This is an optimization exercise on Yosys and OpenROAD, whose aim is small area and a short achievable clock period, not a production implementation. At most, simulation tests tie the RTL to the original design; equivalence was not proved. Function not checked in run 1: the RTL went through the layout flow alone. Power figures rest on the tool's default switching activity, not on a simulated workload.

==> flow/design.v (outline; a module is shown in full before it is edited, if it fits) <==
// module iq_integrate_dump: 474 lines
// module iq_demod_lpf: 72 lines
// module iq_mix_tree: 572 lines
module iq_demod_lpf
#(
  parameter int IN_W  = iq_demod_pkg::DEF_IN_W,
  parameter int CAR_W = iq_demod_pkg::DEF_CAR_W,
  parameter int DECIM = iq_demod_pkg::DEF_DECIM,
  parameter int OUT_W = iq_demod_pkg::DEF_OUT_W,
  parameter int SHIFT = iq_demod_pkg::DEF_SHIFT
) (
  input  logic                    clk,
  input  logic                    reset_n,
  input  logic                    sample_en,
  input  logic                    sym_start,
  input  logic signed [IN_W-1:0]  y_in,
  input  logic signed [CAR_W-1:0] i_car,
  input  logic signed [CAR_W-1:0] q_car,
  output logic signed [OUT_W-1:0] i_out,
  output logic signed [OUT_W-1:0] q_out,
  output logic                    out_valid,
  output logic                    overflow
);
  // ...
==> flow/run.sh <==
#!/bin/bash
# synth_recipe.tcl (not shown) runs the flow's synth.tcl, then flattens the netlist and writes it again
# the make line also repeats each setting of config.mk as NAME=value (left out here)
make -C /OpenROAD-flow-scripts/flow DESIGN_CONFIG=/design/flow/config.mk WORK_HOME=/design/flow/orfs CLKGATE_MAP_FILE= SYNTH_SCRIPT=/design/flow/synth_recipe.tcl finish
==> flow/config.mk <==
export PLATFORM = sky130hd
export DESIGN_NAME = iq_demod_lpf
export DESIGN_NICKNAME = iq_demod_lpf
export VERILOG_FILES = /design/flow/design.v
export SDC_FILE = /design/flow/constraint.sdc
export NUM_CORES = 4
export LEC_CHECK = 0
export ABC_AREA = 1
export CAP_MARGIN = 20
export CORE_MARGIN = 2
export CORE_UTILIZATION = 40
export PLACE_DENSITY = 0.6
export SETUP_SLACK_MARGIN = 5
export SLEW_MARGIN = 20
==> flow/constraint.sdc <==
create_clock -name core_clock -period 10.5 [get_ports {clk}]
set_input_delay 2.1000 -clock core_clock [delete_from_list [all_inputs] [get_ports {clk}]]
set_output_delay 2.1000 -clock core_clock [all_outputs]
set_load 0.01 [all_outputs]
==> results.py, run 1 <==
metrics = {
    "power_and_ir_drop": {
        "power_leakage_nw": 20.4,
        "pwr-share-comb_pct": 75.0,
        "p_total_mw": 17.3,
    },
    "finish": {
        "nNonClkInverters": 606,
        "nClkBuffers": 65,
        "multi_input_cells": 2921,
        "final_cell_mix": "xor2_1, fa_1, inv_1, o22ai_1, nand2_1",
        "diodes": 0,
        "final_nets": 5117,
        "buffers": 279,
        "clk_share_pct": 3.73,
        "buf_share_pct": 7.13,
    },
    "detailed_routing": {
        "ant_nets": 0,
        "drt_wl_total_um": 126000,
        "vias": 31100,
        "drtPass1Iterations": 8,
        "met1Wirelength_um": 50400,
    },
    "grt": {
        "met2_usage_pct": 38.3,
        "grt_max_degree": 66,
        "overflow": 0,
    },
    "run_status": {
        "status": "finished clean",
    },
    "yosys": {
        "syn_area_per_cell_um2": 9.23,
        "synth_flop_cell": "dfxtp_1",
        "ys_seq_elements": 423,
    },
    "die": {
        "fp.dieH_um": 318,
        "taps": 1276,
        "die_w_um": 318,
    },
    "timing": {
        "layout_setup_ws_ns": 5.00,
        "layout_min_cycle_time_ns": 5.50,
        "drv_slew": 0,
        "relSlewSlack_pct": 20.3,
        "tightest_slew_ns": 1.19,
        "report.final.setup_viol": 0,
    },
    "clock_network": {
        "clock-root-buffer": "clkbuf_16",
    },
    "placed_design": {
        "dpl_cell_area_um2": 41700,
        "gp_congestion": 0.894,
    },
    "worst_setup_path": {
        "arrival_ns": 5.99,
        "crit_top_cell": "fa_1",
        "crit_chain": "clkdlybuf4s50_1 > inv_1 > o22ai_1 > xor2_1 > fa_1 > fa_1 > fa_1 > fa_1 > inv_1",
    },
    "worst_hold_path": {
        "hp-class": "reg2reg",
    },
}
==> module iq_integrate_dump, before the edit <==
module iq_integrate_dump (
  input  logic                clk,
  input  logic                reset_n,
  input  logic                vld_i,    
  input  logic                clr_i,    
  input  logic                dump_i,   
  input  logic [137:0]        prod_i,
  output logic signed [23:0] data_o,
  output logic                ovf_o
);
  logic [50:0] acc_q, ra, rb, sum;
  logic signed [23:0] data_q, sat;
  logic ovf_q, oor;
  logic s1, c2, s3, c4, s5, c6, s7, c8, s9, c10, s11, c12, s13, c14, s15, c16, s17, c18, s19, c20, s21, c22, s23, c24, s25, c26, s27, c28, s29, c30, s31, c32, s33, c34, s35, c36, s37, c38, s39, c40, s41, c42, s43, c44, s45, c46, s47, c48, s49, c50, s51, c52, s53, c54, s55, c56, s57, c58, s59, c60, s61, c62, s63, c64, s65, c66, s67, c68, s69, c70, s71, c72, s73, c74, s75, c76, s77, c78, s79, c80, s81, c82, s83, c84, s85, c86, s87, c88, s89, c90, s91, c92, s93, c94, s95, c96, s97, c98, s99, c100, s101, c102, s103, c104, s105, c106, s107, c108, s109, c110, s111, c112, s113, c114, s115, c116, s117, c118, s119, c120, s121, c122, s123, c124, s125, c126, s127, c128, s129, c130, s131, c132, s133, c134, s135, c136, s137, c138, s139, c140, s141, c142, s143, c144, s145, c146, s147, c148, s149, c150, s151, c152, s153, c154, s155, c156, s157, c158, s159, c160, s161, c162, s163, c164, s165, c166, s167, c168, s169, c170, s171, c172, s173, c174, s175, c176, s177, c178, s179, c180, s181, c182, s183, c184, s185, c186, s187, c188, s189, c190;
  assign s1 = acc_q[0] ^ prod_i[0];
  assign c2 = acc_q[0] & prod_i[0];
  assign s3 = acc_q[1] ^ prod_i[2];
  assign c4 = acc_q[1] & prod_i[2];
  assign {c6, s5} = {1'b0, acc_q[2]} + {1'b0, prod_i[3]} + {1'b0, prod_i[4]};
  assign s7 = prod_i[5] ^ c4;
  assign c8 = prod_i[5] & c4;
  assign {c10, s9} = {1'b0, acc_q[3]} + {1'b0, prod_i[6]} + {1'b0, prod_i[7]};
  assign s11 = c6 ^ c8;
  assign c12 = c6 & c8;
  assign {c14, s13} = {1'b0, acc_q[4]} + {1'b0, prod_i[10]} + {1'b0, prod_i[8]};
  assign {c16, s15} = {1'b0, prod_i[9]} + {1'b0, c10} + {1'b0, s13};
  assign {c18, s17} = {1'b0, acc_q[5]} + {1'b0, prod_i[11]} + {1'b0, prod_i[12]};
  assign {c20, s19} = {1'b0, prod_i[13]} + {1'b0, c14} + {1'b0, s17};
  assign {c22, s21} = {1'b0, acc_q[6]} + {1'b0, prod_i[14]} + {1'b0, prod_i[15]};
  assign {c24, s23} = {1'b0, prod_i[16]} + {1'b0, c18} + {1'b0, s21};
  assign {c26, s25} = {1'b0, acc_q[7]} + {1'b0, prod_i[17]} + {1'b0, prod_i[18]};
  assign {c28, s27} = {1'b0, prod_i[19]} + {1'b0, c22} + {1'b0, s25};
  assign {c30, s29} = {1'b0, acc_q[8]} + {1'b0, prod_i[20]} + {1'b0, prod_i[21]};
  assign {c32, s31} = {1'b0, prod_i[22]} + {1'b0, c26} + {1'b0, s29};
  assign {c34, s33} = {1'b0, acc_q[9]} + {1'b0, prod_i[23]} + {1'b0, prod_i[24]};
  assign {c36, s35} = {1'b0, prod_i[25]} + {1'b0, c30} + {1'b0, s33};
  assign {c38, s37} = {1'b0, acc_q[10]} + {1'b0, prod_i[26]} + {1'b0, prod_i[27]};
  assign {c40, s39} = {1'b0, prod_i[28]} + {1'b0, c34} + {1'b0, s37};
  assign {c42, s41} = {1'b0, acc_q[11]} + {1'b0, prod_i[29]} + {1'b0, prod_i[30]};
  assign {c44, s43} = {1'b0, prod_i[31]} + {1'b0, c38} + {1'b0, s41};
  assign {c46, s45} = {1'b0, acc_q[12]} + {1'b0, prod_i[32]} + {1'b0, prod_i[33]};
  assign {c48, s47} = {1'b0, prod_i[34]} + {1'b0, c42} + {1'b0, s45};
  assign {c50, s49} = {1'b0, acc_q[13]} + {1'b0, prod_i[35]} + {1'b0, prod_i[36]};
  assign {c52, s51} = {1'b0, prod_i[37]} + {1'b0, c46} + {1'b0, s49};
  assign {c54, s53} = {1'b0, acc_q[14]} + {1'b0, prod_i[38]} + {1'b0, prod_i[39]};
  assign {c56, s55} = {1'b0, prod_i[40]} + {1'b0, c50} + {1'b0, s53};
  assign {c58, s57} = {1'b0, acc_q[15]} + {1'b0, prod_i[41]} + {1'b0, prod_i[42]};
  assign {c60, s59} = {1'b0, prod_i[43]} + {1'b0, c54} + {1'b0, s57};
  assign {c62, s61} = {1'b0, acc_q[16]} + {1'b0, prod_i[44]} + {1'b0, prod_i[45]};
  assign {c64, s63} = {1'b0, prod_i[46]} + {1'b0, c58} + {1'b0, s61};
  assign {c66, s65} = {1'b0, acc_q[17]} + {1'b0, prod_i[47]} + {1'b0, prod_i[48]};
  assign {c68, s67} = {1'b0, prod_i[49]} + {1'b0, c62} + {1'b0, s65};
  assign {c70, s69} = {1'b0, acc_q[18]} + {1'b0, prod_i[50]} + {1'b0, prod_i[51]};
  assign {c72, s71} = {1'b0, prod_i[52]} + {1'b0, c66} + {1'b0, s69};
  assign {c74, s73} = {1'b0, acc_q[19]} + {1'b0, prod_i[53]} + {1'b0, prod_i[54]};
  assign {c76, s75} = {1'b0, prod_i[55]} + {1'b0, c70} + {1'b0, s73};
  assign {c78, s77} = {1'b0, acc_q[20]} + {1'b0, prod_i[56]} + {1'b0, prod_i[57]};
  assign {c80, s79} = {1'b0, prod_i[58]} + {1'b0, c74} + {1'b0, s77};
  assign {c82, s81} = {1'b0, acc_q[21]} + {1'b0, prod_i[59]} + {1'b0, prod_i[60]};
  assign {c84, s83} = {1'b0, prod_i[61]} + {1'b0, c78} + {1'b0, s81};
  assign {c86, s85} = {1'b0, acc_q[22]} + {1'b0, prod_i[62]} + {1'b0, prod_i[63]};
  assign {c88, s87} = {1'b0, prod_i[64]} + {1'b0, c82} + {1'b0, s85};
  assign {c90, s89} = {1'b0, acc_q[23]} + {1'b0, prod_i[65]} + {1'b0, prod_i[66]};
  assign {c92, s91} = {1'b0, prod_i[67]} + {1'b0, c86} + {1'b0, s89};
  assign {c94, s93} = {1'b0, acc_q[24]} + {1'b0, prod_i[68]} + {1'b0, prod_i[69]};
  assign {c96, s95} = {1'b0, prod_i[70]} + {1'b0, c90} + {1'b0, s93};
  assign {c98, s97} = {1'b0, acc_q[25]} + {1'b0, prod_i[71]} + {1'b0, prod_i[72]};
  assign {c100, s99} = {1'b0, prod_i[73]} + {1'b0, c94} + {1'b0, s97};
  assign {c102, s101} = {1'b0, acc_q[26]} + {1'b0, prod_i[74]} + {1'b0, prod_i[75]};
  assign {c104, s103} = {1'b0, prod_i[76]} + {1'b0, c98} + {1'b0, s101};
  assign {c106, s105} = {1'b0, acc_q[27]} + {1'b0, prod_i[77]} + {1'b0, prod_i[78]};
  assign {c108, s107} = {1'b0, prod_i[79]} + {1'b0, c102} + {1'b0, s105};
  assign {c110, s109} = {1'b0, acc_q[28]} + {1'b0, prod_i[80]} + {1'b0, prod_i[81]};
  assign {c112, s111} = {1'b0, prod_i[82]} + {1'b0, c106} + {1'b0, s109};
  assign {c114, s113} = {1'b0, acc_q[29]} + {1'b0, prod_i[83]} + {1'b0, prod_i[84]};
  assign {c116, s115} = {1'b0, prod_i[85]} + {1'b0, c110} + {1'b0, s113};
  assign {c118, s117} = {1'b0, acc_q[30]} + {1'b0, prod_i[86]} + {1'b0, prod_i[87]};
  assign {c120, s119} = {1'b0, prod_i[88]} + {1'b0, c114} + {1'b0, s117};
  assign {c122, s121} = {1'b0, acc_q[31]} + {1'b0, prod_i[89]} + {1'b0, prod_i[90]};
  assign {c124, s123} = {1'b0, prod_i[91]} + {1'b0, c118} + {1'b0, s121};
  assign {c126, s125} = {1'b0, acc_q[32]} + {1'b0, prod_i[92]} + {1'b0, prod_i[93]};
  assign {c128, s127} = {1'b0, prod_i[94]} + {1'b0, c122} + {1'b0, s125};
  assign {c130, s129} = {1'b0, acc_q[33]} + {1'b0, prod_i[95]} + {1'b0, prod_i[96]};
  assign {c132, s131} = {1'b0, prod_i[97]} + {1'b0, c126} + {1'b0, s129};
  assign {c134, s133} = {1'b0, acc_q[34]} + {1'b0, prod_i[100]} + {1'b0, prod_i[98]};
  assign {c136, s135} = {1'b0, prod_i[99]} + {1'b0, c130} + {1'b0, s133};
  assign {c138, s137} = {1'b0, acc_q[35]} + {1'b0, prod_i[101]} + {1'b0, prod_i[102]};
  assign {c140, s139} = {1'b0, prod_i[103]} + {1'b0, c134} + {1'b0, s137};
  assign {c142, s141} = {1'b0, acc_q[36]} + {1'b0, prod_i[104]} + {1'b0, prod_i[105]};
  assign {c144, s143} = {1'b0, prod_i[106]} + {1'b0, c138} + {1'b0, s141};
  assign {c146, s145} = {1'b0, acc_q[37]} + {1'b0, prod_i[107]} + {1'b0, prod_i[108]};
  assign {c148, s147} = {1'b0, prod_i[109]} + {1'b0, c142} + {1'b0, s145};
  assign {c150, s149} = {1'b0, acc_q[38]} + {1'b0, prod_i[110]} + {1'b0, prod_i[111]};
  assign {c152, s151} = {1'b0, prod_i[112]} + {1'b0, c146} + {1'b0, s149};
  assign {c154, s153} = {1'b0, acc_q[39]} + {1'b0, prod_i[113]} + {1'b0, prod_i[114]};
  assign {c156, s155} = {1'b0, prod_i[115]} + {1'b0, c150} + {1'b0, s153};
  assign {c158, s157} = {1'b0, acc_q[40]} + {1'b0, prod_i[116]} + {1'b0, prod_i[117]};
  assign {c160, s159} = {1'b0, prod_i[118]} + {1'b0, c154} + {1'b0, s157};
  assign {c162, s161} = {1'b0, acc_q[41]} + {1'b0, prod_i[119]} + {1'b0, prod_i[120]};
  assign {c164, s163} = {1'b0, prod_i[121]} + {1'b0, c158} + {1'b0, s161};
  assign {c166, s165} = {1'b0, acc_q[42]} + {1'b0, prod_i[122]} + {1'b0, prod_i[123]};
  assign {c168, s167} = {1'b0, prod_i[124]} + {1'b0, c162} + {1'b0, s165};
  assign {c170, s169} = {1'b0, acc_q[43]} + {1'b0, prod_i[125]} + {1'b0, prod_i[126]};
  assign {c172, s171} = {1'b0, prod_i[127]} + {1'b0, c166} + {1'b0, s169};
  assign {c174, s173} = {1'b0, acc_q[44]} + {1'b0, prod_i[128]} + {1'b0, prod_i[129]};
  assign {c176, s175} = {1'b0, prod_i[130]} + {1'b0, c170} + {1'b0, s173};
  assign {c178, s177} = {1'b0, acc_q[45]} + {1'b0, prod_i[131]} + {1'b0, prod_i[132]};
  assign s179 = c174 ^ s177;
  assign c180 = c174 & s177;
  assign {c182, s181} = {1'b0, acc_q[46]} + {1'b0, prod_i[133]} + {1'b0, c178};
  assign s183 = acc_q[47] ^ prod_i[134];
  assign c184 = acc_q[47] & prod_i[134];
  assign s185 = acc_q[48] ^ prod_i[135];
  assign c186 = acc_q[48] & prod_i[135];
  assign s187 = acc_q[49] ^ prod_i[136];
  assign c188 = acc_q[49] & prod_i[136];
  assign s189 = acc_q[50] ^ prod_i[137];
  assign c190 = acc_q[50] & prod_i[137];
  assign ra = {c188, c186, c184, s183, c180, s179, c172, c168, c164, c160, c156, c152, c148, c144, c140, c136, c132, c128, c124, c120, c116, c112, c108, c104, c100, c96, c92, c88, c84, c80, c76, c72, c68, c64, c60, c56, c52, c48, c44, c40, c36, c32, c28, c24, c20, c16, c12, s9, s5, c2, prod_i[1]};
  assign rb = {s189, s187, s185, c182, s181, c176, s175, s171, s167, s163, s159, s155, s151, s147, s143, s139, s135, s131, s127, s123, s119, s115, s111, s107, s103, s99, s95, s91, s87, s83, s79, s75, s71, s67, s63, s59, s55, s51, s47, s43, s39, s35, s31, s27, s23, s19, s15, s11, s7, s3, s1};
  logic g1, p2, g3, p4, g5, p6, g7, p8, g9, p10, g11, p12, g13, p14, g15, p16, g17, p18, g19, p20, g21, p22, g23, p24, g25, p26, g27, p28, g29, p30, g31, p32, g33, p34, g35, p36, g37, p38, g39, p40, g41, p42, g43, p44, g45, p46, g47, p48, g49, p50, g51, p52, g53, p54, g55, p56, g57, p58, g59, p60, g61, p62, g63, p64, g65, p66, g67, p68, g69, p70, g71, p72, g73, p74, g75, p76, g77, p78, g79, p80, g81, p82, g83, p84, g85, p86, g87, p88, g89, p90, g91, p92, g93, p94, g95, p96, g97, p98, g99, p100, g101, p102, G103, P104, G105, P106, G107, P108, G109, P110, G111, P112, G113, P114, G115, P116, G117, P118, G119, P120, G121, P122, G123, P124, G125, P126, G127, P128, G129, P130, G131, P132, G133, P134, G135, P136, G137, P138, G139, P140, G141, P142, G143, P144, G145, P146, G147, P148, G149, P150, G151, P152, G153, P154, G155, P156, G157, P158, G159, P160, G161, P162, G163, P164, G165, P166, G167, P168, G169, P170, G171, P172, G173, P174, G175, P176, G177, P178, G179, P180, G181, P182, G183, P184, G185, P186, G187, P188, G189, P190, G191, P192, G193, P194, G195, P196, G197, P198, G199, P200, G201, P202, G203, P204, G205, P206, G207, P208, G209, P210, G211, P212, G213, P214, G215, P216, G217, P218, G219, P220, G221, P222, G223, P224, G225, P226, G227, P228, G229, P230, G231, P232, G233, P234, G235, P236, G237, P238, G239, P240, G241, P242, G243, P244, G245, P246, G247, P248, G249, P250, G251, P252, G253, P254, G255, P256, G257, P258, G259, P260, G261, P262, G263, P264, G265, P266, G267, P268, G269, P270, G271, P272, G273, P274, G275, P276, G277, P278, G279, P280, G281, P282, G283, P284, G285, P286, y287, y288, y289, y290, y291, y292, y293, y294, y295, y296, y297, y298, y299, y300, y301, y302, y303, y304, y305, y306, y307, y308, y309, y310, y311, y312, y313, y314, y315, y316, y317, y318, y319, y320, y321, y322, y323, y324, y325, y326, y327, y328, y329, y330, y331, y332, y333, y334, y335, y336;
  assign g1 = ra[0] & rb[0];
  assign p2 = ra[0] ^ rb[0];
  assign g3 = ra[1] & rb[1];
  assign p4 = ra[1] ^ rb[1];
  assign g5 = ra[2] & rb[2];
  assign p6 = ra[2] ^ rb[2];
  assign g7 = ra[3] & rb[3];
  assign p8 = ra[3] ^ rb[3];
  assign g9 = ra[4] & rb[4];
  assign p10 = ra[4] ^ rb[4];
  assign g11 = ra[5] & rb[5];
  assign p12 = ra[5] ^ rb[5];
  assign g13 = ra[6] & rb[6];
  assign p14 = ra[6] ^ rb[6];
  assign g15 = ra[7] & rb[7];
  assign p16 = ra[7] ^ rb[7];
  assign g17 = ra[8] & rb[8];
  assign p18 = ra[8] ^ rb[8];
  assign g19 = ra[9] & rb[9];
  assign p20 = ra[9] ^ rb[9];
  assign g21 = ra[10] & rb[10];
  assign p22 = ra[10] ^ rb[10];
  assign g23 = ra[11] & rb[11];
  assign p24 = ra[11] ^ rb[11];
  assign g25 = ra[12] & rb[12];
  assign p26 = ra[12] ^ rb[12];
  assign g27 = ra[13] & rb[13];
  assign p28 = ra[13] ^ rb[13];
  assign g29 = ra[14] & rb[14];
  assign p30 = ra[14] ^ rb[14];
  assign g31 = ra[15] & rb[15];
  assign p32 = ra[15] ^ rb[15];
  assign g33 = ra[16] & rb[16];
  assign p34 = ra[16] ^ rb[16];
  assign g35 = ra[17] & rb[17];
  assign p36 = ra[17] ^ rb[17];
  assign g37 = ra[18] & rb[18];
  assign p38 = ra[18] ^ rb[18];
  assign g39 = ra[19] & rb[19];
  assign p40 = ra[19] ^ rb[19];
  assign g41 = ra[20] & rb[20];
  assign p42 = ra[20] ^ rb[20];
  assign g43 = ra[21] & rb[21];
  assign p44 = ra[21] ^ rb[21];
  assign g45 = ra[22] & rb[22];
  assign p46 = ra[22] ^ rb[22];
  assign g47 = ra[23] & rb[23];
  assign p48 = ra[23] ^ rb[23];
  assign g49 = ra[24] & rb[24];
  assign p50 = ra[24] ^ rb[24];
  assign g51 = ra[25] & rb[25];
  assign p52 = ra[25] ^ rb[25];
  assign g53 = ra[26] & rb[26];
  assign p54 = ra[26] ^ rb[26];
  assign g55 = ra[27] & rb[27];
  assign p56 = ra[27] ^ rb[27];
  assign g57 = ra[28] & rb[28];
  assign p58 = ra[28] ^ rb[28];
  assign g59 = ra[29] & rb[29];
  assign p60 = ra[29] ^ rb[29];
  assign g61 = ra[30] & rb[30];
  assign p62 = ra[30] ^ rb[30];
  assign g63 = ra[31] & rb[31];
  assign p64 = ra[31] ^ rb[31];
  assign g65 = ra[32] & rb[32];
  assign p66 = ra[32] ^ rb[32];
  assign g67 = ra[33] & rb[33];
  assign p68 = ra[33] ^ rb[33];
  assign g69 = ra[34] & rb[34];
  assign p70 = ra[34] ^ rb[34];
  assign g71 = ra[35] & rb[35];
  assign p72 = ra[35] ^ rb[35];
  assign g73 = ra[36] & rb[36];
  assign p74 = ra[36] ^ rb[36];
  assign g75 = ra[37] & rb[37];
  assign p76 = ra[37] ^ rb[37];
  assign g77 = ra[38] & rb[38];
  assign p78 = ra[38] ^ rb[38];
  assign g79 = ra[39] & rb[39];
  assign p80 = ra[39] ^ rb[39];
  assign g81 = ra[40] & rb[40];
  assign p82 = ra[40] ^ rb[40];
  assign g83 = ra[41] & rb[41];
  assign p84 = ra[41] ^ rb[41];
  assign g85 = ra[42] & rb[42];
  assign p86 = ra[42] ^ rb[42];
  assign g87 = ra[43] & rb[43];
  assign p88 = ra[43] ^ rb[43];
  assign g89 = ra[44] & rb[44];
  assign p90 = ra[44] ^ rb[44];
  assign g91 = ra[45] & rb[45];
  assign p92 = ra[45] ^ rb[45];
  assign g93 = ra[46] & rb[46];
  assign p94 = ra[46] ^ rb[46];
  assign g95 = ra[47] & rb[47];
  assign p96 = ra[47] ^ rb[47];
  assign g97 = ra[48] & rb[48];
  assign p98 = ra[48] ^ rb[48];
  assign g99 = ra[49] & rb[49];
  assign p100 = ra[49] ^ rb[49];
  assign g101 = ra[50] & rb[50];
  assign p102 = ra[50] ^ rb[50];
  assign G103 = g3 | (p4 & g1);
  assign P104 = p4 & p2;
  assign G105 = g7 | (p8 & g5);
  assign P106 = p8 & p6;
  assign G107 = g11 | (p12 & g9);
  assign P108 = p12 & p10;
  assign G109 = g15 | (p16 & g13);
  assign P110 = p16 & p14;
  assign G111 = g19 | (p20 & g17);
  assign P112 = p20 & p18;
  assign G113 = g23 | (p24 & g21);
  assign P114 = p24 & p22;
  assign G115 = g27 | (p28 & g25);
  assign P116 = p28 & p26;
  assign G117 = g31 | (p32 & g29);
  assign P118 = p32 & p30;
  assign G119 = g35 | (p36 & g33);
  assign P120 = p36 & p34;
  assign G121 = g39 | (p40 & g37);
  assign P122 = p40 & p38;
  assign G123 = g43 | (p44 & g41);
  assign P124 = p44 & p42;
  assign G125 = g47 | (p48 & g45);
  assign P126 = p48 & p46;
  assign G127 = g51 | (p52 & g49);
  assign P128 = p52 & p50;
  assign G129 = g55 | (p56 & g53);
  assign P130 = p56 & p54;
  assign G131 = g59 | (p60 & g57);
  assign P132 = p60 & p58;
  assign G133 = g63 | (p64 & g61);
  assign P134 = p64 & p62;
  assign G135 = g67 | (p68 & g65);
  assign P136 = p68 & p66;
  assign G137 = g71 | (p72 & g69);
  assign P138 = p72 & p70;
  assign G139 = g75 | (p76 & g73);
  assign P140 = p76 & p74;
  assign G141 = g79 | (p80 & g77);
  assign P142 = p80 & p78;
  assign G143 = g83 | (p84 & g81);
  assign P144 = p84 & p82;
  assign G145 = g87 | (p88 & g85);
  assign P146 = p88 & p86;
  assign G147 = g91 | (p92 & g89);
  assign P148 = p92 & p90;
  assign G149 = g95 | (p96 & g93);
  assign P150 = p96 & p94;
  assign G151 = g99 | (p100 & g97);
  assign P152 = p100 & p98;
  assign G153 = G105 | (P106 & G103);
  assign P154 = P106 & P104;
  assign G155 = G109 | (P110 & G107);
  assign P156 = P110 & P108;
  assign G157 = G113 | (P114 & G111);
  assign P158 = P114 & P112;
  assign G159 = G117 | (P118 & G115);
  assign P160 = P118 & P116;
  assign G161 = G121 | (P122 & G119);
  assign P162 = P122 & P120;
  assign G163 = G125 | (P126 & G123);
  assign P164 = P126 & P124;
  assign G165 = G129 | (P130 & G127);
  assign P166 = P130 & P128;
  assign G167 = G133 | (P134 & G131);
  assign P168 = P134 & P132;
  assign G169 = G137 | (P138 & G135);
  assign P170 = P138 & P136;
  assign G171 = G141 | (P142 & G139);
  assign P172 = P142 & P140;
  assign G173 = G145 | (P146 & G143);
  assign P174 = P146 & P144;
  assign G175 = G149 | (P150 & G147);
  assign P176 = P150 & P148;
  assign G177 = G155 | (P156 & G153);
  assign P178 = P156 & P154;
  assign G179 = G159 | (P160 & G157);
  assign P180 = P160 & P158;
  assign G181 = G163 | (P164 & G161);
  assign P182 = P164 & P162;
  assign G183 = G167 | (P168 & G165);
  assign P184 = P168 & P166;
  assign G185 = G171 | (P172 & G169);
  assign P186 = P172 & P170;
  assign G187 = G175 | (P176 & G173);
  assign P188 = P176 & P174;
  assign G189 = G179 | (P180 & G177);
  assign P190 = P180 & P178;
  assign G191 = G183 | (P184 & G181);
  assign P192 = P184 & P182;
  assign G193 = G187 | (P188 & G185);
  assign P194 = P188 & P186;
  assign G195 = G191 | (P192 & G189);
  assign P196 = P192 & P190;
  assign G197 = G193 | (P194 & G195);
  assign P198 = P194 & P196;
  assign G199 = G181 | (P182 & G189);
  assign P200 = P182 & P190;
  assign G201 = G185 | (P186 & G195);
  assign P202 = P186 & P196;
  assign G203 = G157 | (P158 & G177);
  assign P204 = P158 & P178;
  assign G205 = G161 | (P162 & G189);
  assign P206 = P162 & P190;
  assign G207 = G165 | (P166 & G199);
  assign P208 = P166 & P200;
  assign G209 = G169 | (P170 & G195);
  assign P210 = P170 & P196;
  assign G211 = G173 | (P174 & G201);
  assign P212 = P174 & P202;
  assign G213 = G107 | (P108 & G153);
  assign P214 = P108 & P154;
  assign G215 = G111 | (P112 & G177);
  assign P216 = P112 & P178;
  assign G217 = G115 | (P116 & G203);
  assign P218 = P116 & P204;
  assign G219 = G119 | (P120 & G189);
  assign P220 = P120 & P190;
  assign G221 = G123 | (P124 & G205);
  assign P222 = P124 & P206;
  assign G223 = G127 | (P128 & G199);
  assign P224 = P128 & P200;
  assign G225 = G131 | (P132 & G207);
  assign P226 = P132 & P208;
  assign G227 = G135 | (P136 & G195);
  assign P228 = P136 & P196;
  assign G229 = G139 | (P140 & G209);
  assign P230 = P140 & P210;
  assign G231 = G143 | (P144 & G201);
  assign P232 = P144 & P202;
  assign G233 = G147 | (P148 & G211);
  assign P234 = P148 & P212;
  assign G235 = G151 | (P152 & G197);
  assign P236 = P152 & P198;
  assign G237 = g5 | (p6 & G103);
  assign P238 = p6 & P104;
  assign G239 = g9 | (p10 & G153);
  assign P240 = p10 & P154;
  assign G241 = g13 | (p14 & G213);
  assign P242 = p14 & P214;
  assign G243 = g17 | (p18 & G177);
  assign P244 = p18 & P178;
  assign G245 = g21 | (p22 & G215);
  assign P246 = p22 & P216;
  assign G247 = g25 | (p26 & G203);
  assign P248 = p26 & P204;
  assign G249 = g29 | (p30 & G217);
  assign P250 = p30 & P218;
  assign G251 = g33 | (p34 & G189);
  assign P252 = p34 & P190;
  assign G253 = g37 | (p38 & G219);
  assign P254 = p38 & P220;
  assign G255 = g41 | (p42 & G205);
  assign P256 = p42 & P206;
  assign G257 = g45 | (p46 & G221);
  assign P258 = p46 & P222;
  assign G259 = g49 | (p50 & G199);
  assign P260 = p50 & P200;
  assign G261 = g53 | (p54 & G223);
  assign P262 = p54 & P224;
  assign G263 = g57 | (p58 & G207);
  assign P264 = p58 & P208;
  assign G265 = g61 | (p62 & G225);
  assign P266 = p62 & P226;
  assign G267 = g65 | (p66 & G195);
  assign P268 = p66 & P196;
  assign G269 = g69 | (p70 & G227);
  assign P270 = p70 & P228;
  assign G271 = g73 | (p74 & G209);
  assign P272 = p74 & P210;
  assign G273 = g77 | (p78 & G229);
  assign P274 = p78 & P230;
  assign G275 = g81 | (p82 & G201);
  assign P276 = p82 & P202;
  assign G277 = g85 | (p86 & G231);
  assign P278 = p86 & P232;
  assign G279 = g89 | (p90 & G211);
  assign P280 = p90 & P212;
  assign G281 = g93 | (p94 & G233);
  assign P282 = p94 & P234;
  assign G283 = g97 | (p98 & G197);
  assign P284 = p98 & P198;
  assign G285 = g101 | (p102 & G235);
  assign P286 = p102 & P236;
  assign y287 = p4 ^ g1;
  assign y288 = p6 ^ G103;
  assign y289 = p8 ^ G237;
  assign y290 = p10 ^ G153;
  assign y291 = p12 ^ G239;
  assign y292 = p14 ^ G213;
  assign y293 = p16 ^ G241;
  assign y294 = p18 ^ G177;
  assign y295 = p20 ^ G243;
  assign y296 = p22 ^ G215;
  assign y297 = p24 ^ G245;
  assign y298 = p26 ^ G203;
  assign y299 = p28 ^ G247;
  assign y300 = p30 ^ G217;
  assign y301 = p32 ^ G249;
  assign y302 = p34 ^ G189;
  assign y303 = p36 ^ G251;
  assign y304 = p38 ^ G219;
  assign y305 = p40 ^ G253;
  assign y306 = p42 ^ G205;
  assign y307 = p44 ^ G255;
  assign y308 = p46 ^ G221;
  assign y309 = p48 ^ G257;
  assign y310 = p50 ^ G199;
  assign y311 = p52 ^ G259;
  assign y312 = p54 ^ G223;
  assign y313 = p56 ^ G261;
  assign y314 = p58 ^ G207;
  assign y315 = p60 ^ G263;
  assign y316 = p62 ^ G225;
  assign y317 = p64 ^ G265;
  assign y318 = p66 ^ G195;
  assign y319 = p68 ^ G267;
  assign y320 = p70 ^ G227;
  assign y321 = p72 ^ G269;
  assign y322 = p74 ^ G209;
  assign y323 = p76 ^ G271;
  assign y324 = p78 ^ G229;
  assign y325 = p80 ^ G273;
  assign y326 = p82 ^ G201;
  assign y327 = p84 ^ G275;
  assign y328 = p86 ^ G231;
  assign y329 = p88 ^ G277;
  assign y330 = p90 ^ G211;
  assign y331 = p92 ^ G279;
  assign y332 = p94 ^ G233;
  assign y333 = p96 ^ G281;
  assign y334 = p98 ^ G197;
  assign y335 = p100 ^ G283;
  assign y336 = p102 ^ G235;
  assign sum = {y336, y335, y334, y333, y332, y331, y330, y329, y328, y327, y326, y325, y324, y323, y322, y321, y320, y319, y318, y317, y316, y315, y314, y313, y312, y311, y310, y309, y308, y307, y306, y305, y304, y303, y302, y301, y300, y299, y298, y297, y296, y295, y294, y293, y292, y291, y290, y289, y288, y287, p2};
  assign oor = ~((sum[50:47] == 4'b0000) || (sum[50:47] == 4'b1111));
  assign sat = oor ? {sum[50], {23{~sum[50]}}} : sum[47:24];
  always_ff @(posedge clk) begin
    if (clr_i)      acc_q <= '0;
    else if (vld_i) acc_q <= sum;
    if (!reset_n) begin
      data_q <= '0;
      ovf_q  <= 1'b0;
    end else if (dump_i) begin
      data_q <= sat;
      if (oor) ovf_q <= 1'b1;
    end
  end
  assign data_o = data_q;
  assign ovf_o  = ovf_q;
endmodule
==> module iq_demod_lpf, before the edit <==
module iq_demod_lpf
#(
  parameter int IN_W  = iq_demod_pkg::DEF_IN_W,
  parameter int CAR_W = iq_demod_pkg::DEF_CAR_W,
  parameter int DECIM = iq_demod_pkg::DEF_DECIM,
  parameter int OUT_W = iq_demod_pkg::DEF_OUT_W,
  parameter int SHIFT = iq_demod_pkg::DEF_SHIFT
) (
  input  logic                    clk,
  input  logic                    reset_n,
  input  logic                    sample_en,
  input  logic                    sym_start,
  input  logic signed [IN_W-1:0]  y_in,
  input  logic signed [CAR_W-1:0] i_car,
  input  logic signed [CAR_W-1:0] q_car,
  output logic signed [OUT_W-1:0] i_out,
  output logic signed [OUT_W-1:0] q_out,
  output logic                    out_valid,
  output logic                    overflow
);
  localparam int NB = 138;   
  logic [24:0]   ye;
  logic [11:0]   one, two, neg;
  logic [NB-1:0] rows_i, rows_q, prod_i_q, prod_q_q;
  logic          vld_q, sop_q, out_valid_q, dump, clr;
  logic [3:0]    cnt_q;
  logic          ovf_i, ovf_q;
  assign ye = {y_in, 1'b0};
  always_comb begin
    for (int k = 0; k < 12; k++) begin
      one[k] = ye[2*k+1] ^ ye[2*k];
      two[k] = (ye[2*k+2] & ~ye[2*k+1] & ~ye[2*k]) | (~ye[2*k+2] & ye[2*k+1] & ye[2*k]);
      neg[k] = ye[2*k+2];
    end
  end
  iq_mix_tree u_mix_i (.x(i_car), .one(one), .two(two), .neg(neg), .rows_o(rows_i));
  iq_mix_tree u_mix_q (.x(q_car), .one(one), .two(two), .neg(neg), .rows_o(rows_q));
  always_ff @(posedge clk) begin
    prod_i_q <= rows_i;
    prod_q_q <= rows_q;
  end
  always_ff @(posedge clk) begin
    if (!reset_n) begin
      vld_q <= 1'b0;
      sop_q <= 1'b0;
    end else begin
      vld_q <= sample_en;
      sop_q <= sample_en & sym_start;
    end
  end
  assign dump = vld_q & ~sop_q & (cnt_q == 4'd9);
  always_ff @(posedge clk) begin
    if (!reset_n) begin
      cnt_q       <= '0;
      out_valid_q <= 1'b0;
    end else begin
      out_valid_q <= dump;
      if (vld_q) begin
        if (sop_q)     cnt_q <= 4'd1;
        else if (dump) cnt_q <= '0;
        else           cnt_q <= cnt_q + 4'd1;
      end
    end
  end
  assign clr = ~reset_n | dump | (sample_en & sym_start);
  iq_integrate_dump u_int_i (.clk(clk), .reset_n(reset_n), .vld_i(vld_q), .clr_i(clr),
    .dump_i(dump), .prod_i(prod_i_q), .data_o(i_out), .ovf_o(ovf_i));
  iq_integrate_dump u_int_q (.clk(clk), .reset_n(reset_n), .vld_i(vld_q), .clr_i(clr),
    .dump_i(dump), .prod_i(prod_q_q), .data_o(q_out), .ovf_o(ovf_q));
  assign out_valid = out_valid_q;
  assign overflow  = ovf_i | ovf_q;
endmodule
==> run 2: changes to the inputs <==
--- a/flow/design.v
+++ b/flow/design.v
@@ -469,3 +469,3 @@
     if (clr_i)      acc_q <= '0;
-    else if (vld_i) acc_q <= sum;
+    else            acc_q <= sum;
     if (!reset_n) begin
@@ -503,2 +503,3 @@
   localparam int NB = 138;   
+  logic          en;
   logic [24:0]   ye;
@@ -509,2 +510,3 @@
   logic          ovf_i, ovf_q;
+  assign en = sample_en & reset_n;
   assign ye = {y_in, 1'b0};
@@ -512,5 +514,5 @@
     for (int k = 0; k < 12; k++) begin
-      one[k] = ye[2*k+1] ^ ye[2*k];
-      two[k] = (ye[2*k+2] & ~ye[2*k+1] & ~ye[2*k]) | (~ye[2*k+2] & ye[2*k+1] & ye[2*k]);
-      neg[k] = ye[2*k+2];
+      one[k] = en & (ye[2*k+1] ^ ye[2*k]);
+      two[k] = en & ((ye[2*k+2] & ~ye[2*k+1] & ~ye[2*k]) | (~ye[2*k+2] & ye[2*k+1] & ye[2*k]));
+      neg[k] = en & ye[2*k+2];
     end
==> run 2 against run 1 <==
Against the previous run:
- first-iteration DRC count shrank 2.1%
- cell count shrank 3.3%
- wire length fell by 1.3%
- sequential share of layout area increased by 0.48 points
- core utilization shrank 0.37 points
- synthesized cell count shrank 3.9%
- critical path type unchanged
- largest cell class unchanged
- clock skew rose by 0.027 ns
- still clean
- clock power about the same
- highest routed layer unchanged
- register-to-register slack lost 0.11 ns
==> results.py, run 2 <==
metrics = {
    "timing": {
        "hold_viol_final": 0,
        "drv_slew": 0,
        "layout_min_cycle_time_ns": 5.44,
        "setup_tns_ns": 0,
        "final.period_utilization_pct": 51.8,
        "skew_ns": 0.0561,
        "whs_ns": 0.449,
        "tightest_slew_ns": 1.17,
        "rsz0062_at_grt": "no",
        "relSlewSlack_pct": 22.0,
        "report.final.setup_viol": 0,
        "fmax_mhz": 184,
    },
    "yosys": {
        "syn_area_per_cell_um2": 9.43,
        "yosys-top-cells-count": "inv_1, xor2_1, fa_1",
        "yosysSeqAreaShare_pct": 21.9,
        "yosys.area.top_type_share_pct": 30.3,
        "netlist_area_um2": 38600,
        "synthesis.nets": 4933,
        "yosys-top-cells-area": "fa_1, dfxtp_1, xor2_1",
        "ys_seq_elements": 423,
        "netlist_instances": 4095,
        "yosys_warnings": 2,
        "synth_edf_count": 0,
        "yosysMostFrequentCell": "inv_1",
        "synth_flop_cell": "dfxtp_1",
        "synth_largest_area_cell": "fa_1",
        "synthArstFlopShare_pct": 0,
        "synthDistinctLibCells": 37,
    },
    "finish": {
        "largest_registers": "prod_q_q: 133 flops, prod_i_q: 131 flops",
        "largest_reg_flops": 133,
        "fillers": 9059,
        "diodes": 0,
        "largest-register": "prod_q_q",
        "stdcell_count": 5407,
        "final_nets": 4942,
        "final_cell_mix": "xor2_1, inv_1, fa_1, o22ai_1, dfxtp_1",
        "final_area_um2": 43800,
        "drive_above_1_share_pct": 8.06,
        "area_growth_syn_to_layout_pct": 13.5,
        "layout_commonest_cell": "xor2_1",
    },
    "power_and_ir_drop": {
        "p_total_mw": 14.6,
        "power_leakage_nw": 20.1,
        "worst_ir_drop_vdd_v": 0.000274,
        "powerDensity_nw_per_um2": 334,
    },
    "placed_design": {
        "io_buffers": 125,
        "dpl_cell_area_um2": 41000,
        "gp_congestion": 0.875,
        "dp.cells": 5273,
        "dp_hpwl_um": 79300,
    },
    "worst_setup_path": {
        "rr_endpoint": "u_int_q.data_q[0]",
        "critPathMaxFanout": 13,
        "reg2reg_from": "prod_q_q[17]",
        "rrSetupSlack_ns": 5.30,
        "rr_worst_depth": 26,
        "startpoint": "y_in[4]",
        "timing_worst_setup_path_type": "in2reg",
        "arrival_ns": 5.98,
        "cp.required_ns": 11.04,
        "cp-end-kind": "flip-flop",
        "crit_path_start_kind": "input port",
    },
    "grt": {
        "antenna_found_initial": 1,
        "grtUsageTotal_pct": 25.2,
        "grt_max_degree": 55,
        "overflow": 0,
        "grt_pass1_vias": 31000,
        "grt_first_pass_wirelength_um": 190000,
    },
    "worst_hold_path": {
        "hold_path_depth": 2,
        "worstHoldStart": "u_int_i.data_q[10]",
        "hp-class": "reg2reg",
        "timing.hold.worst_endpoint": "u_int_i.data_q[10]",
    },
    "detailed_routing": {
        "avgRoutedWirePerCell_um": 23.0,
        "drt_iter0_markers": 3049,
        "drc": 0,
        "ant_nets": 0,
        "vias": 29800,
        "viasPerCell": 5.52,
        "drt_wl_total_um": 124000,
        "drtPass1Iterations": 6,
    },
    "job": {
        "cap_violations": 0,
    },
    "die": {
        "dieArea_um2": 99000,
        "die_w_um": 315,
        "start_util_pct": 40.5,
        "pin_count": 126,
        "fp.dieH_um": 315,
        "core-area_um2": 95300,
        "row_count": 113,
    },
    "clock_network": {
        "clkTransAtPathRegs_ns": 0.06,
        "cts_inserted_buffers": 49,
        "clk_path_buf_depth": 3,
        "cts_tree": "built",
        "clock_sinks": 423,
        "clock-root-buffer": "clkbuf_16",
        "clk_latency_ns": 0.65,
        "htree_levels": 2,
    },
    "run_status": {
        "status": "finished clean",
    },
}
-- run 2: stage by stage --
stage	setup WS [ns]	util, %
2_1_floorplan	4.99	-
3_3_place_gp	3.18	43.0
3_5_place_dp	3.21	43.0
4_1_cts	4.91	45.6
5_1_grt	4.96	46.0
6_report	5.06	46.0
-- run 2: critical path, stage by stage --
cell             delay [ns]
clkdlybuf4s50_1        0.55
nor2_1                 0.51
nand3b_1               0.25
buf_12                 0.17
o22ai_1                0.09
xor2_1                 0.24
fa_1                   0.50
fa_1                   0.47
fa_1                   0.51
fa_1                   0.54
inv_1                  0.04
-- run 2: area by class of cell --
| type | count | area, um^2 | area share [%] |
|---|---|---|---|
| repair buffers | 253 | 2730 | 6.23 |
| inverters | 647 | 2460 | 5.63 |
| well taps | 1265 | 1580 | 3.61 |
| multi-input cells | 2729 | 26900 | 61.4 |
| flip-flops and latches | 423 | 8470 | 19.3 |
| clock inverters | 20 | 220 | 0.503 |
| repair inverters | 1 | 7.51 | 0.0171 |
| clock buffers | 69 | 1440 | 3.29 |
-- run 2: report_power, final --
| part | switching [mW] | internal [mW] | total [mW] | leakage, nW |
|---|---|---|---|---|
| Sequential | 0.292 | 2.17 | 2.46 | 3.51 |
| Clock | 0.737 | 1.03 | 1.77 | 0.818 |
| Combinational | 6.40 | 4.01 | 10.4 | 15.8 |
| Total | 7.43 | 7.21 | 14.6 | 20.1 |
-- run 2: logic make-up after synthesis --
| family | count (synthesis) | synth area share, % |
|---|---|---|
| buf+inv | 947 | 9.54 |
| fa+ha+maj | 762 | 36.1 |
| compound gates | 691 | 11.1 |
| xor+xnor | 645 | 14.6 |
| simple gates | 627 | 6.74 |
| flops | 423 | 21.9 |
-- run 2: layer usage --
metal | vias up | GRT usage (%) | part of all wire [%]
met3 | 444 | 5.92 | 11
met5 | - | 0 | 0.010
met2 | 1832 | 37.5 | 42
met1 | 14500 | 34.5 | 41
met4 | 2 | 12.3 | 5.4
li1 | 13000 | - | -
-- run 2: repair_timing --
| action | CTS | global route |
|---|---|---|
| gates resized for setup | 97 | 45 |
| setup buffers | 19 | 11 |
| gates cloned | 9 | 4 |
| endpoints found under the setup margin | 148 | 102 |
| hold buffers | 0 | 0 |
| pin swaps | 27 | 17 |
-- run 2: how the worst max path moves through the flow --
stage,to,slack (ns),depth (start not counted)
3_3_place_gp,prod_i_q[70],3.18,12
5_1_grt,prod_i_q[91],4.96,14
4_1_cts,prod_i_q[91],4.91,18
3_5_place_dp,prod_i_q[91],3.21,18
2_1_floorplan,prod_i_q[91],4.99,13
6_report,prod_i_q[73],5.06,11
==> run 3: changes to the inputs <==
==> flow/flow/run.sh (new file) <==
#!/bin/bash
set -euo pipefail
bash standard.sh SETUP_SLACK_MARGIN=5.5 finish > layout.log 2>&1
==> flow/standard.sh (new file) <==
#!/bin/bash
# synth_recipe.tcl (not shown) runs the flow's synth.tcl, then flattens the netlist and writes it again
# the make line also repeats each setting of config.mk as NAME=value (left out here)
make -C /OpenROAD-flow-scripts/flow DESIGN_CONFIG=/design/flow/config.mk WORK_HOME=/design/flow/orfs CLKGATE_MAP_FILE= SYNTH_SCRIPT=/design/flow/synth_recipe.tcl "${@:-finish}"
--- a/flow/config.mk
+++ b/flow/config.mk
@@ -12,3 +12,2 @@
 export PLACE_DENSITY = 0.6
-export SETUP_SLACK_MARGIN = 5
 export SLEW_MARGIN = 20
removed: flow/run.sh
==> run 3 against run 2 <==
Against the previous run:
- still clean
- worst setup slack gained 0.47 ns
- clock-buffer cell count shrank 5
- first-iteration DRC count rose by 23%
- non-clock buffer count grew 74
- cell count rose by 1.5%
- wire length increased by 8.9%
- critical path depth is 5 higher
- global-route usage grew 1.8 points
- critical path type unchanged
- largest power group unchanged
==> results.py, run 3 <==
metrics = {
    "die": {
        "fp.dieH_um": 315,
        "die_w_um": 315,
        "start_util_pct": 40.5,
        "pin_count": 126,
        "core-area_um2": 95300,
        "dieArea_um2": 99000,
        "row_count": 113,
    },
    "placed_design": {
        "dp_hpwl_um": 78600,
        "io_buffers": 125,
        "gp_congestion": 0.868,
        "dp.cells": 5268,
    },
    "run_status": {
        "status": "finished clean",
    },
    "worst_setup_path": {
        "critPathMaxFanout": 9,
        "timing_worst_setup_path_type": "in2reg",
        "rrSetupSlack_ns": 5.72,
        "arrival_ns": 5.47,
        "reg2reg_from": "prod_q_q[17]",
        "crit_path_start_kind": "input port",
        "rr_worst_depth": 26,
        "rr_endpoint": "u_int_q.data_q[10]",
        "startpoint": "reset_n",
        "cp-end-kind": "flip-flop",
        "cp.required_ns": 11.00,
    },
    "timing": {
        "setup_tns_ns": 0,
        "rsz0062_at_grt": "yes",
        "whs_ns": 0.450,
        "fmax_mhz": 201,
        "layout_min_cycle_time_ns": 4.97,
        "final.period_utilization_pct": 47.4,
        "skew_ns": 0.0328,
        "drv_slew": 0,
        "relSlewSlack_pct": 40.8,
        "report.final.setup_viol": 0,
        "hold_viol_final": 0,
        "tightest_slew_ns": 0.889,
    },
    "clock_network": {
        "cts_hold_buf": 0,
        "cts_tree": "built",
        "clock-root-buffer": "clkbuf_16",
        "clk_path_buf_depth": 3,
        "clock_sinks": 423,
        "clk_latency_ns": 0.65,
        "cts_inserted_buffers": 49,
        "clkTransAtPathRegs_ns": 0.06,
        "htree_levels": 2,
    },
    "finish": {
        "stdcell_count": 5490,
        "area_growth_syn_to_layout_pct": 19.4,
        "largest_registers": "prod_q_q: 133 flops, prod_i_q: 131 flops",
        "layout_commonest_cell": "xor2_1",
        "largest_reg_flops": 133,
        "final_cell_mix": "xor2_1, inv_1, fa_1, o22ai_1, dfxtp_1",
        "largest-register": "prod_q_q",
        "final_nets": 5024,
        "drive_above_1_share_pct": 13.6,
        "fin_util_pct": 48.4,
    },
    "yosys": {
        "yosysSeqAreaShare_pct": 21.9,
        "yosys.area.top_type_share_pct": 30.3,
        "netlist_instances": 4095,
        "synthesis.nets": 4933,
        "netlist_area_um2": 38600,
        "ys_seq_elements": 423,
        "synthArstFlopShare_pct": 0,
        "yosys_warnings": 2,
        "synthDistinctLibCells": 37,
        "yosys-top-cells-count": "inv_1, xor2_1, fa_1",
        "syn_area_per_cell_um2": 9.43,
        "synth_largest_area_cell": "fa_1",
        "synth_flop_cell": "dfxtp_1",
        "synth_edf_count": 0,
        "yosysMostFrequentCell": "inv_1",
        "yosys-top-cells-area": "fa_1, dfxtp_1, xor2_1",
    },
    "power_and_ir_drop": {
        "intPower_mw": 7.40,
        "power.switching_mw": 7.60,
        "seqPwrFrac_pct": 16.5,
        "worst_ir_drop_vdd_v": 0.000303,
        "power.clock.fraction_pct": 11.8,
        "p_sw_share_pct": 50.7,
        "pwr-share-comb_pct": 71.7,
        "power_leakage_nw": 21.1,
        "powerDensity_nw_per_um2": 326,
    },
    "detailed_routing": {
        "drc": 0,
        "drt_wl_total_um": 135000,
        "drtPass1Iterations": 7,
        "viasPerCell": 5.67,
        "drt_iter0_markers": 3763,
        "vias": 31100,
        "ant_nets": 0,
        "avgRoutedWirePerCell_um": 24.6,
    },
    "grt": {
        "antenna_found_initial": 3,
        "grt_pass1_vias": 32000,
        "grtUsageTotal_pct": 27.1,
        "grt_max_degree": 103,
        "overflow": 0,
        "grt_first_pass_wirelength_um": 202000,
    },
    "worst_hold_path": {
        "timing.hold.worst_endpoint": "u_int_q.data_q[13]",
        "hold_path_depth": 2,
        "worstHoldStart": "u_int_q.data_q[13]",
        "hp-class": "reg2reg",
    },
    "job": {
        "cap_violations": 0,
    },
}
-- run 3: cell counts after synthesis --
No cell type changed its count.
-- run 3: timing repair --
| item | 4_1_cts | 5_1_grt |
|---|---|---|
| gates cloned | 35 | 15 |
| pin swaps | 44 | 56 |
| endpoints found under the setup margin | 225 | 94 |
| gates resized for setup | 268 | 149 |
| hold endpoints to repair | 0 | 0 |
| setup buffers | 61 | 21 |
-- run 3: logic make-up (layout without fill, tap and decap cells) --
| kind of cell | Yosys count | count (layout) | synth area share [%] |
|---|---|---|---|
| buf+inv | 947 | 1068 | 9.54 |
| flops | 423 | 423 | 21.9 |
| fa+ha+maj | 762 | 762 | 36.1 |
| simple gates | 627 | 634 | 6.74 |
| compound gates | 691 | 692 | 11.1 |
| xor+xnor | 645 | 645 | 14.6 |
| other cells | 0 | 1 | 0 |
-- run 3: power groups by stage --
stage,registers (mW),clock network (mW),logic (mW)
2_1_floorplan,2.42,0,7.47
3_3_place_gp,2.51,0,10.0
3_5_place_dp,2.51,0,10.2
4_1_cts,2.48,1.81,10.5
5_1_grt,2.54,1.86,12.2
6_report,2.48,1.77,10.8
-- run 3: cell type report --
class	count	area, um^2
inverter	647	2560
multi-input combinational	2733	27700
timing repair buffer	327	4100
antenna	1	2.50
timing repair inverter	5	32.5
fill	8784	49200
sequential	423	8470
tap	1265	1580
clock inverter	25	260
clock buffer	64	1380
-- run 3: worst max-delay path by stage --
stage / end / slack (ns) / depth (start not counted)
after global placement: prod_q_q[70] / 3.39 / 13
final: prod_i_q[85] / 5.53 / 16
after floorplan: prod_i_q[70] / 5.37 / 15
after CTS: prod_i_q[70] / 5.42 / 14
after detailed placement: prod_i_q[70] / 3.30 / 13
after global routing: prod_q_q[85] / 5.38 / 14
-- run 3: metal layers --
layer  share of wire, %  track usage, %  routed length, um  vias up
met5              0.020               0                 27        -
met4                6.0            14.0               8110        4
met3                 13            9.01              16900      548
met2                 42            39.7              56500     2120
met1                 40            35.4              53600    15200
li1                   -               -                  -    13200
-- run 3: critical path: stages --
cell and delay [ns]:
buf_12 0.12, nand2_8 0.12, inv_16 0.11, nand2_1 0.09, nor2_4 0.13, clkinvlp_4 0.11
buf_4 0.15, buf_12 0.15, buf_12 0.16, o22ai_1 0.18, xor2_1 0.21, fa_1 0.47
fa_1 0.51, fa_2 0.40, inv_2 0.06, fa_1 0.37
-- run 3: per-stage QoR --
stage               power (mW)  cell area, um^2  setup WS (ns)
finish                    15.0            46100           5.53
global placement          12.5            41200           3.39
CTS                       14.8            45100           5.42
global route              16.6            46100           5.38
detailed placement        12.7            41200           3.30
floorplan                 9.89            39200           5.37
==> run 4: changes to the inputs <==
==> flow/flow/run.sh (replaced) <==
#!/bin/bash
set -euo pipefail
bash standard.sh SETUP_SLACK_MARGIN=5.8 "BUFFER_PORTS_ARGS=-buffer_cell sky130_fd_sc_hd__buf_2" finish > layout.log 2>&1
--- a/flow/config.mk
+++ b/flow/config.mk
@@ -11,2 +11,4 @@
 export CORE_UTILIZATION = 40
+export CTS_BUF_LIST = sky130_fd_sc_hd__clkbuf_8
+export CTS_CLUSTER_SIZE = 24
 export PLACE_DENSITY = 0.6
==> run 4 against run 3 <==
Against the previous run:
- wire length fell by 2.7%
- sequential share of layout area down 0.11 points
- register-to-register slack improved by 0.24 ns
- synthesized cell count unchanged
- critical endpoint is now prod_q_q[91]
- largest power group unchanged
- total power up 1.9%
- global-route usage fell by 0.66 points
- fmax grew 0.41%
==> results.py, run 4 <==
metrics = {
    "clock_network": {
        "clock_sinks": 423,
        "clock-root-buffer": "clkbuf_8",
        "clk_latency_ns": 0.71,
        "cts_hold_buf": 0,
        "clkTransAtPathRegs_ns": 0.06,
        "clk_path_buf_depth": 3,
        "htree_levels": 3,
        "cts_tree": "built",
        "cts_inserted_buffers": 77,
    },
    "yosys": {
        "yosysSeqAreaShare_pct": 21.9,
        "synthDistinctLibCells": 37,
        "ys_seq_elements": 423,
        "syn_area_per_cell_um2": 9.43,
        "yosysMostFrequentCell": "inv_1",
        "synth_flop_cell": "dfxtp_1",
        "netlist_instances": 4095,
        "yosys.area.top_type_share_pct": 30.3,
        "yosys_warnings": 2,
        "synth_largest_area_cell": "fa_1",
        "netlist_area_um2": 38600,
        "synthArstFlopShare_pct": 0,
        "synthesis.nets": 4933,
        "synth_edf_count": 0,
        "yosys-top-cells-count": "inv_1, xor2_1, fa_1",
        "yosys-top-cells-area": "fa_1, dfxtp_1, xor2_1",
    },
    "detailed_routing": {
        "drc": 0,
        "drtPass1Iterations": 6,
        "avgRoutedWirePerCell_um": 23.7,
        "viasPerCell": 5.60,
        "drt_wl_total_um": 131000,
        "drt_iter0_markers": 3592,
        "ant_nets": 0,
        "vias": 31100,
    },
    "grt": {
        "overflow": 0,
        "grt_first_pass_wirelength_um": 198000,
        "antenna_found_initial": 2,
        "grtUsageTotal_pct": 26.4,
        "grt_pass1_vias": 31900,
        "grt_max_degree": 60,
    },
    "finish": {
        "area_growth_syn_to_layout_pct": 20.2,
        "largest_registers": "prod_q_q: 133 flops, prod_i_q: 131 flops",
        "drive_above_1_share_pct": 20.9,
        "final_area_um2": 46400,
        "largest_reg_flops": 133,
        "largest-register": "prod_q_q",
        "final_cell_mix": "inv_1, xor2_1, fa_1, o22ai_1, dfxtp_1",
        "final_nets": 5066,
        "layout_commonest_cell": "inv_1",
    },
    "worst_setup_path": {
        "arrival_ns": 5.55,
        "startpoint": "reset_n",
        "cp.required_ns": 11.09,
        "reg2reg_from": "u_int_q.acc_q[6]",
        "timing_worst_setup_path_type": "in2reg",
        "rr_worst_depth": 27,
        "critPathMaxFanout": 6,
        "crit_path_start_kind": "input port",
        "cp-end-kind": "flip-flop",
    },
    "job": {
        "cap_violations": 0,
    },
    "die": {
        "core-area_um2": 95300,
        "row_count": 113,
        "pin_count": 126,
        "dieArea_um2": 99000,
        "fp.dieH_um": 315,
        "die_w_um": 315,
        "start_util_pct": 40.5,
    },
    "timing": {
        "relSlewSlack_pct": 42.9,
        "tightest_slew_ns": 0.856,
        "report.final.setup_viol": 0,
        "drv_slew": 0,
        "fmax_mhz": 202,
        "rsz0062_at_grt": "yes",
        "layout_min_cycle_time_ns": 4.95,
        "hold_viol_final": 0,
        "skew_ns": 0.0378,
        "final.period_utilization_pct": 47.2,
        "setup_tns_ns": 0,
    },
    "power_and_ir_drop": {
        "power_leakage_nw": 21.3,
        "worst_ir_drop_vdd_v": 0.000234,
        "powerDensity_nw_per_um2": 330,
    },
    "placed_design": {
        "dpl_cell_area_um2": 40800,
        "io_buffers": 125,
        "gp_congestion": 0.887,
        "dp_hpwl_um": 79900,
    },
    "worst_hold_path": {
        "hp-class": "reg2reg",
        "worstHoldStart": "u_int_i.data_q[16]",
        "hold_path_depth": 2,
    },
    "run_status": {
        "status": "finished clean",
    },
}
-- run 4: cell counts after synthesis --
Identical to the previous run, type by type.
-- run 4: timing repair --
action                     in CTS  in global routing
buffers inserted               64                 39
gates resized for setup       261                212
pin swaps                      77                120
gates cloned                   27                  9
setup endpoints to repair     199                115
-- run 4: metal layers --
metal	GRT usage, %	routed length (um)
met4	13.9	7710
met3	8.04	15400
met5	0	11
met1	34.7	52600
met2	39.1	55800
-- run 4: power by group --
part	switching, mW	internal [mW]
logic	6.59	4.49
registers	0.291	2.17
clock network	0.766	0.994
-- run 4: critical path, cell delays in order --
cell      delay [ns]
buf_12          0.14
nand2_8         0.11
buf_12          0.19
inv_12          0.10
nand3b_1        0.18
buf_4           0.20
buf_8           0.14
buf_16          0.16
o22ai_4         0.17
xor2_2          0.11
fa_1            0.52
inv_1           0.05
fa_1            0.52
inv_1           0.06
fa_2            0.33
inv_2           0.06
fa_1            0.39
-- run 4: stage by stage --
stage	worst slack, ns	std cells	hold WS (ns)	power [mW]	util (%)
4_1_cts	5.68	5506	0.449	15.0	47.0
2_1_floorplan	5.38	4095	0.450	9.91	-
3_5_place_dp	3.91	5274	0.434	12.7	42.9
3_3_place_gp	3.98	5273	0.434	12.5	42.8
6_report	5.55	5557	0.447	15.3	48.7
5_1_grt	5.53	5556	0.465	17.0	48.7
-- run 4: path summary, 6_finish.rpt --
path / to / slack [ns]
worst min-delay path: u_int_i.data_q[16] / 0.45
worst max-delay path: prod_q_q[91] / 5.55
worst min register to register: u_int_i.data_q[16] / 0.45
worst max register to register: u_int_q.data_q[4] / 5.96
-- run 4: cell type report --
class / count / area [um^2]
repair inverters: 3 / 28.8
inverters: 647 / 2530
multi-input cells: 2735 / 28600
well taps: 1265 / 1580
clock buffers: 101 / 1390
fillers: 8811 / 48900
repair buffers: 341 / 3430
clock inverters: 40 / 340
diodes: 2 / 5.00
flip-flops and latches: 423 / 8470
-- run 4: cell families after synthesis --
kind of cell	share of synthesized area, %
AOI/OAI and AO/OA	11.1
xor gates and xnor gates	14.6
adders and majority gates	36.1
buffers and inverters	9.54
DFF	21.9
and+or+nand+nor	6.74
==> run 5: changes to the inputs <==
==> flow/flow/run.sh (replaced) <==
#!/bin/bash
set -euo pipefail
bash standard.sh SETUP_SLACK_MARGIN=5.3 "BUFFER_PORTS_ARGS=-buffer_cell sky130_fd_sc_hd__buf_2" finish > layout.log 2>&1
==> run 5 against run 4 <==
Against the previous run:
- synthesized cell count stayed put
- cell count is 1.9% lower
- critical path type unchanged
- combinational power is 7% lower
- critical endpoint is now prod_q_q[70]
==> results.py, run 5 <==
metrics = {
    "clock_network": {
        "clock_sinks": 423,
        "clkTransAtPathRegs_ns": 0.06,
        "clock-root-buffer": "clkbuf_8",
        "htree_levels": 3,
        "clk_latency_ns": 0.74,
        "cts_tree": "built",
        "clk_path_buf_depth": 3,
        "cts_inserted_buffers": 78,
        "cts_hold_buf": 0,
    },
    "finish": {
        "multiInputGateArea_um2": 26900,
        "final_area_um2": 42900,
        "area_growth_syn_to_layout_pct": 11.0,
        "largest_registers": "prod_q_q: 133 flops, prod_i_q: 131 flops",
        "final_cell_mix": "inv_1, xor2_1, fa_1, o22ai_1, dfxtp_1",
        "final_nets": 4957,
        "fillers": 9142,
        "largest_reg_flops": 133,
        "seqCellArea_um2": 8470,
        "largest-register": "prod_q_q",
        "drive_above_1_share_pct": 11.4,
        "layout_commonest_cell": "inv_1",
        "fin_util_pct": 45.0,
    },
    "timing": {
        "drv_slew": 0,
        "final.period_utilization_pct": 49.2,
        "layout_min_cycle_time_ns": 5.16,
        "hold_viol_final": 0,
        "rsz0062_at_grt": "yes",
        "report.final.setup_viol": 0,
        "skew_ns": 0.0558,
        "relSlewSlack_pct": 24.8,
        "whs_ns": 0.446,
        "tightest_slew_ns": 1.13,
        "fmax_mhz": 194,
        "setup_tns_ns": 0,
    },
    "power_and_ir_drop": {
        "powerDensity_nw_per_um2": 339,
        "intPower_mw": 7.24,
        "pwr-share-comb_pct": 70.6,
        "p_total_mw": 14.5,
        "power.switching_mw": 7.30,
        "worst_ir_drop_vdd_v": 0.000295,
        "p_sw_share_pct": 50.2,
        "power.clock.fraction_pct": 12.6,
        "seqPwrFrac_pct": 16.9,
        "power_leakage_nw": 20.0,
    },
    "yosys": {
        "synth_edf_count": 0,
        "ys_seq_elements": 423,
        "yosys-top-cells-area": "fa_1, dfxtp_1, xor2_1",
        "synthesis.nets": 4933,
        "yosys.area.top_type_share_pct": 30.3,
        "netlist_instances": 4095,
        "synth_flop_cell": "dfxtp_1",
        "synth_largest_area_cell": "fa_1",
        "yosysSeqAreaShare_pct": 21.9,
        "syn_area_per_cell_um2": 9.43,
        "yosysMostFrequentCell": "inv_1",
        "synthArstFlopShare_pct": 0,
        "netlist_area_um2": 38600,
        "yosys-top-cells-count": "inv_1, xor2_1, fa_1",
        "synthDistinctLibCells": 37,
        "yosys_warnings": 2,
    },
    "worst_setup_path": {
        "timing_worst_setup_path_type": "in2reg",
        "cp.required_ns": 11.11,
        "cp-end-kind": "flip-flop",
        "arrival_ns": 5.77,
        "crit_path_start_kind": "input port",
        "critPathMaxFanout": 50,
    },
    "run_status": {
        "status": "finished clean",
    },
    "die": {
        "pin_count": 126,
        "row_count": 113,
        "dieArea_um2": 99000,
        "core-area_um2": 95300,
        "die_w_um": 315,
        "start_util_pct": 40.5,
        "fp.dieH_um": 315,
    },
    "detailed_routing": {
        "drt_iter0_markers": 2660,
        "vias": 29600,
        "drc": 0,
        "drtPass1Iterations": 8,
        "ant_nets": 0,
        "drt_wl_total_um": 119000,
        "avgRoutedWirePerCell_um": 21.8,
        "viasPerCell": 5.43,
    },
    "grt": {
        "grt_pass1_vias": 30700,
        "grtUsageTotal_pct": 24.1,
        "grt_max_degree": 60,
        "overflow": 0,
        "grt_first_pass_wirelength_um": 184000,
        "antenna_found_initial": 4,
    },
    "placed_design": {
        "io_buffers": 125,
        "gp_congestion": 0.880,
        "dpl_cell_area_um2": 40500,
        "dp_hpwl_um": 78500,
    },
    "job": {
        "cap_violations": 0,
    },
    "worst_hold_path": {
        "hp-class": "reg2reg",
    },
}
[run 5: cell counts after synthesis]
Identical to the previous run, type by type.
[run 5: per-layer routing]
| layer | wire [um] | GRT usage [%] |
|---|---|---|
| met5 | 32 | 0 |
| met3 | 13000 | 6.69 |
| met4 | 5740 | 10.8 |
| met2 | 50500 | 35.7 |
| met1 | 49500 | 32.9 |
[run 5: final timing paths]
kind	start	end	slack (ns)	cells past startpoint
min	u_int_i.data_q[17]	u_int_i.data_q[17]	0.45	2
max	sample_en	prod_q_q[70]	5.34	12
min reg2reg	u_int_i.data_q[17]	u_int_i.data_q[17]	0.45	2
max reg2reg	prod_q_q[18]	u_int_q.data_q[1]	5.64	26
[run 5: cell families (layout without fill, tap and decap cells)]
kind of cell,Yosys count,after routing,share of synthesized area (%)
buf+inv,947,1024,9.54
fa+ha+maj,762,762,36.1
compound gates,691,696,11.1
xor+xnor,645,645,14.6
simple gates,627,632,6.74
flops,423,423,21.9
other cells,0,2,0
[run 5: repair_timing]
item | CTS | global route
pin swaps | 9 | 8
endpoints found under the setup margin | 111 | 77
cloned | 3 | 7
resized for setup | 25 | 59
setup buffers | 10 | 7
[run 5: power by group through the flow]
| stage | logic (mW) | registers, mW | clock network, mW |
|---|---|---|---|
| floorplan | 7.46 | 2.42 | 0 |
| global placement | 9.99 | 2.50 | 0 |
| detailed placement | 10.2 | 2.49 | 0 |
| CTS | 10.3 | 2.47 | 1.88 |
| global route | 11.8 | 2.52 | 1.95 |
| finish | 10.3 | 2.45 | 1.83 |
[run 5: area by class of cell]
cell class / instances / area share [%]
flip-flops and latches: 423 / 19.8
repair buffers: 234 / 3.74
diodes: 2 / 0.0117
clock inverters: 45 / 1.07
clock buffers: 98 / 3.15
well taps: 1265 / 3.69
inverters: 647 / 5.77
multi-input cells: 2735 / 62.8
[run 5: stage by stage]
step                      setup WS [ns]  instances
after global routing               5.27       5449
after global placement             4.07       5274
final                              5.34       5449
after CTS                          5.22       5430
after floorplan                    5.28       4095
after detailed placement           3.97       5274
[run 5: critical path, cell delays in order]
cell	delay, ns
buf_4	0.18
nand2_8	0.19
clkinv_8	0.14
nand3b_1	0.12
buf_6	0.45
o22ai_1	0.16
xor2_1	0.20
fa_1	0.56
fa_1	0.49
fa_1	0.54
fa_1	0.55
inv_1	0.05

## afterwards: timing with drivers on the ports
In the flow no input, the clock included, has a driving cell. The finished layouts below were timed again as built, in two steps.
Step 1 sets driving cells, clkbuf_16 on the clock port and buf_2 on the other inputs (assumed; they add their load-dependent delay and slew).
Step 2 adds t to the input delays and takes it off the output delays; t is the mean of the earliest and latest rising clock arrival at the registers after step 1. Input paths then give back, and output paths get back, about the clock's delay inside the block.
Three values: no drivers, after step 1, after step 2; two values: the first two.
| run | shift t [ns] | setup slack, ns | worst setup path after step 2 |
|---|---|---|---|
| run 1 | 0.678 | 5.000 / 5.046 / 4.368 | input to register |
| run 2 | 0.700 | 5.060 / 5.085 / 4.385 | input to register |
| run 3 | 0.700 | 5.528 / 5.533 / 4.833 | input to register |
| run 4 | 0.764 | 5.548 / 5.530 / 4.765 | input to register |
| run 5 | 0.773 | 5.336 / 5.354 / 4.581 | input to register |
After both steps every run listed still meets setup and hold. The setup slack of run 4, which loses most, moves by -0.018 ns with the drivers and by -0.783 ns with both steps.
